This is an optimization exercise on Yosys and OpenROAD, whose aim is small area, not a production implementation. Only simulation tests tie the RTL to the original design; equivalence was not proved. Power and IR drop assume default switching activity.

==> module periph_subsys, before the edit <==
module periph_subsys
(
	input  logic        clk,
	input  logic        rst_n_i,
	input  soc_bus_pkg::wb_adr_t     wb_adr_i,
	input  soc_bus_pkg::wb_dat_t     wb_dat_i,
	input  soc_bus_pkg::wb_sel_t     wb_sel_i,
	input  logic        wb_we_i,
	input  logic        wb_cyc_i,
	input  logic        wb_stb_i,
	output soc_bus_pkg::wb_dat_t     wb_dat_o,
	output logic        wb_ack_o,
	input  logic [31:0] gpio_in_i,
	output logic [31:0] gpio_out_o,
	output logic [31:0] gpio_oe_o,
	output logic [2:0]  irq_n_o
);
	logic        sel_tmr, sel_gpio;
	logic        acc, wr;
	logic [2:0]  ri;
	logic [31:0] bmask;
	assign sel_tmr  = wb_adr_i[31:17] == 15'h7001;
	assign sel_gpio = wb_adr_i[31:17] == 15'h7002;
	assign ri       = wb_adr_i[4:2];
	assign acc      = wb_cyc_i & wb_stb_i & ~wb_ack_o;
	assign wr       = acc & wb_we_i;
	assign bmask    = {{8{wb_sel_i[3]}}, {8{wb_sel_i[2]}}, {8{wb_sel_i[1]}}, {8{wb_sel_i[0]}}};
	always_ff @(posedge clk or negedge rst_n_i) begin
		if (!rst_n_i) wb_ack_o <= 1'b0;
		else          wb_ack_o <= acc;
	end
	logic [1:0]       t_en, t_ar, t_ie, t_trig;
	logic [1:0][31:0] cmp, cnt;
	logic [1:0]       hit, w_tcr, w_cmp, w_cnt;
	always_comb begin
		for (int ch = 0; ch < 2; ch++) begin
			hit[ch]   = t_en[ch] && (cnt[ch] == cmp[ch]);
			w_tcr[ch] = wr & sel_tmr & (ri == {ch[0], 2'd0}) & wb_sel_i[0];
			w_cmp[ch] = wr & sel_tmr & (ri == {ch[0], 2'd1});
			w_cnt[ch] = wr & sel_tmr & (ri == {ch[0], 2'd2});
		end
	end
	logic [1:0][31:0] cnt_nx;
	always_comb begin
		for (int ch = 0; ch < 2; ch++) begin
			if (w_cnt[ch])
				cnt_nx[ch] = (cnt[ch] & ~bmask) | (wb_dat_i & bmask);
			else if (hit[ch] && t_ar[ch])
				cnt_nx[ch] = '0;
			else
				cnt_nx[ch] = cnt[ch] + {31'd0, t_en[ch] & ~hit[ch]};
		end
	end
	always_ff @(posedge clk or negedge rst_n_i) begin
		if (!rst_n_i) begin
			t_en   <= '0;
			t_ar   <= '0;
			t_ie   <= '0;
			t_trig <= '0;
			cmp    <= '0;
			cnt    <= '0;
		end else begin
			for (int ch = 0; ch < 2; ch++) begin
				if (w_tcr[ch]) begin
					t_en[ch] <= wb_dat_i[0];
					t_ar[ch] <= wb_dat_i[1];
					t_ie[ch] <= wb_dat_i[2];
				end else if (hit[ch] && !t_ar[ch]) begin
					t_en[ch] <= 1'b0;
				end
				t_trig[ch] <= hit[ch] | (t_trig[ch] & ~(w_tcr[ch] & wb_dat_i[3]));
				if (w_cmp[ch])
					cmp[ch] <= (cmp[ch] & ~bmask) | (wb_dat_i & bmask);
				cnt[ch] <= cnt_nx[ch];
			end
		end
	end
	logic [31:0] in_meta, in_sync, in_prev, irq_mask, irq_stat, stat_clr;
	logic        w_out, w_oe, w_mask;
	assign w_out    = wr & sel_gpio & (ri == 3'd1);
	assign w_oe     = wr & sel_gpio & (ri == 3'd2);
	assign w_mask   = wr & sel_gpio & (ri == 3'd3);
	assign stat_clr = (wr & sel_gpio & (ri == 3'd4)) ? (wb_dat_i & bmask) : '0;
	always_ff @(posedge clk or negedge rst_n_i) begin
		if (!rst_n_i) begin
			in_meta    <= '0;
			in_sync    <= '0;
			in_prev    <= '0;
			gpio_out_o <= '0;
			gpio_oe_o  <= '0;
			irq_mask   <= '0;
			irq_stat   <= '0;
		end else begin
			in_meta <= gpio_in_i;
			in_sync <= in_meta;
			in_prev <= in_sync;
			if (w_out)  gpio_out_o <= (gpio_out_o & ~bmask) | (wb_dat_i & bmask);
			if (w_oe)   gpio_oe_o  <= (gpio_oe_o & ~bmask) | (wb_dat_i & bmask);
			if (w_mask) irq_mask   <= (irq_mask & ~bmask) | (wb_dat_i & bmask);
			irq_stat <= (irq_stat & ~stat_clr) | (in_sync & ~in_prev & irq_mask);
		end
	end
	assign irq_n_o = {~(t_trig[1] & t_ie[1]), ~|irq_stat, ~(t_trig[0] & t_ie[0])};
	logic [31:0] rd;
	logic [10:0] rs;
	always_comb begin
		rs[0]  = sel_tmr  & (ri == 3'd0);
		rs[1]  = sel_tmr  & (ri == 3'd1);
		rs[2]  = sel_tmr  & (ri == 3'd2);
		rs[3]  = sel_tmr  & (ri == 3'd4);
		rs[4]  = sel_tmr  & (ri == 3'd5);
		rs[5]  = sel_tmr  & (ri == 3'd6);
		rs[6]  = sel_gpio & (ri == 3'd0);
		rs[7]  = sel_gpio & (ri == 3'd1);
		rs[8]  = sel_gpio & (ri == 3'd2);
		rs[9]  = sel_gpio & (ri == 3'd3);
		rs[10] = sel_gpio & (ri == 3'd4);
		rd = ({32{rs[1]}}  & cmp[0])     | ({32{rs[2]}} & cnt[0])
		   | ({32{rs[4]}}  & cmp[1])     | ({32{rs[5]}} & cnt[1])
		   | ({32{rs[6]}}  & in_sync)    | ({32{rs[7]}} & gpio_out_o)
		   | ({32{rs[8]}}  & gpio_oe_o)  | ({32{rs[9]}} & irq_mask)
		   | ({32{rs[10]}} & irq_stat)
		   | ({32{rs[0]}}  & {28'd0, t_trig[0], t_ie[0], t_ar[0], t_en[0]})
		   | ({32{rs[3]}}  & {28'd0, t_trig[1], t_ie[1], t_ar[1], t_en[1]});
	end
	always_ff @(posedge clk) begin
		wb_dat_o <= rd;
	end
endmodule
Settings: LEC_CHECK=0, CAP_MARGIN=20, CORE_MARGIN=2, CORE_UTILIZATION=55, SLEW_MARGIN=20; clock period 5.0 ns.
standard.sh (not shown) runs the stock make flow with config.mk's settings and CLKGATE_MAP_FILE= SYNTH_SCRIPT=/design/flow/synth_recipe.tcl, a recipe that flattens the netlist after the stock synthesis.
==> flow/flow/run.sh <==
#!/bin/bash
# Own layout flow, built on the standard flow (standard.sh):
#  1. the standard synthesis, kept as std_synth.v for its register names
#  2. synthesis again with flow/synth.tcl (area-oriented ABC mapping)
#  3. flow/rename_flops.py gives the registers of 2 the names they have in 1
#     (if anything does not match, the standard netlist is used unchanged)
#  4. the rest of the standard flow, with minimum-size port buffers and a
#     clock tree without dummy loads
# Each step's output goes to a log file in this folder; ORFS's own per-step
# logs are under orfs/logs.
set -euo pipefail
W=$PWD
F=$W/flow
R=$W/orfs/results/$FLOW_PLATFORM/periph_subsys/base

bash standard.sh synth > $W/log_1_std_synth.log 2>&1
cp $R/1_2_yosys.v $W/std_synth.v

rm -f $R/1_2_yosys.v $R/1_2_yosys.sdc $R/1_synth.odb $R/1_synth.sdc
if AREA_ABC_SCRIPT=$F/area.abc bash standard.sh SYNTH_SCRIPT=$F/synth.tcl synth > $W/log_2_area_synth.log 2>&1 \
   && python3 $F/rename_flops.py $W/std_synth.v $R/1_2_yosys.v $W/area_synth.v > $W/log_3_rename.log 2>&1; then
  cp $W/area_synth.v $R/1_2_yosys.v
else
  echo "area synthesis not used" >> $W/log_3_rename.log
  cp $W/std_synth.v $R/1_2_yosys.v
fi
rm -f $R/1_synth.odb $R/1_synth.sdc
touch $R/1_2_yosys.sdc $R/1_2_yosys.v

bash standard.sh \
  "BUFFER_PORTS_ARGS=-buffer_cell sky130_fd_sc_hd__buf_1" \
  "CTS_ARGS=-sink_clustering_enable -repair_clock_nets -dont_use_dummy_load -buf_list {sky130_fd_sc_hd__clkbuf_8 sky130_fd_sc_hd__clkbuf_16} -sink_clustering_size 24 -sink_clustering_max_diameter 80" \
  finish > $W/log_4_layout.log 2>&1
Other scripts of this flow, unchanged in this note and not shown: flow/flow/area.abc, flow/flow/rename_flops.py, flow/flow/synth.tcl
Rerun with:
--- a/flow/design.v
+++ b/flow/design.v
@@ -87,15 +87,25 @@
 			w_cnt[ch] = wr & sel_tmr & (ri == {ch[0], 2'd2});
 		end
 	end
-	logic [1:0][31:0] cnt_nx;
+	logic [1:0][31:0] cnt_nx, cy;
+	logic [1:0][3:0]  gci;
+	logic [1:0][2:0]  g1s;
 	always_comb begin
 		for (int ch = 0; ch < 2; ch++) begin
+			for (int g = 0; g < 3; g++)
+				g1s[ch][g] = &cnt[ch][8*g +: 8];
+			gci[ch][0] = t_en[ch] & ~hit[ch];
+			gci[ch][1] = gci[ch][0] & g1s[ch][0];
+			gci[ch][2] = gci[ch][0] & g1s[ch][0] & g1s[ch][1];
+			gci[ch][3] = gci[ch][0] & g1s[ch][0] & g1s[ch][1] & g1s[ch][2];
+			for (int i = 0; i < 32; i++)
+				cy[ch][i] = (i % 8 == 0) ? gci[ch][i / 8] : (cy[ch][i-1] & cnt[ch][i-1]);
 			if (w_cnt[ch])
 				cnt_nx[ch] = (cnt[ch] & ~bmask) | (wb_dat_i & bmask);
 			else if (hit[ch] && t_ar[ch])
 				cnt_nx[ch] = '0;
 			else
-				cnt_nx[ch] = cnt[ch] + {31'd0, t_en[ch] & ~hit[ch]};
+				cnt_nx[ch] = cnt[ch] ^ cy[ch];
 		end
 	end
 	always_ff @(posedge clk or negedge rst_n_i) begin
Effect: Routed wire length goes up by about 0.9%. Synthesized area goes down by 2.1%. Critical path depth goes up by 2. Global-route usage goes up by 0.78 points. Total power goes down by 1.7%. Combinational power goes down by about 20%. Die area goes down by 2.1%. Core utilization goes down by 0.13 points. Non-clock buffer count goes down by 17. Sequential share of layout area goes up by 1.5 points. Setup slack gains 0.023 ns. Worst hold slack loses 0.018 ns. Count of clock-buffer cells in the layout goes down by 1.

[static timing again, ports no longer ideal]
The flow's constraints put no driver on any port. The routed layouts listed below were extracted and timed again, unchanged, in two steps.
Step 1 sets driving cells, clkbuf_16 on the clock port and buf_2 on the other inputs (assumed; they add their load-dependent delay and slew).
Step 2 also shifts input and output timing later by t, the mid clock arrival at the registers, as if the neighbouring blocks saw the same clock.
a / b / c = ideal ports / drivers / drivers and shift; a / b = the first two.
| run | shift t [ns] | setup slack, ns | worst setup path after step 2 | worst register clock-pin slew, ns | worst slew at a driven data input, ns |
|---|---|---|---|---|---|
| the first run | 0.589 | 0.656 / 0.656 / 0.656 | register to register | 0.10 / 0.10 | 0.04 |
| the second run | 0.584 | 0.679 / 0.679 / 0.679 | register to register | 0.10 / 0.10 | 0.09 |
After both steps setup and hold are still met in every run listed.
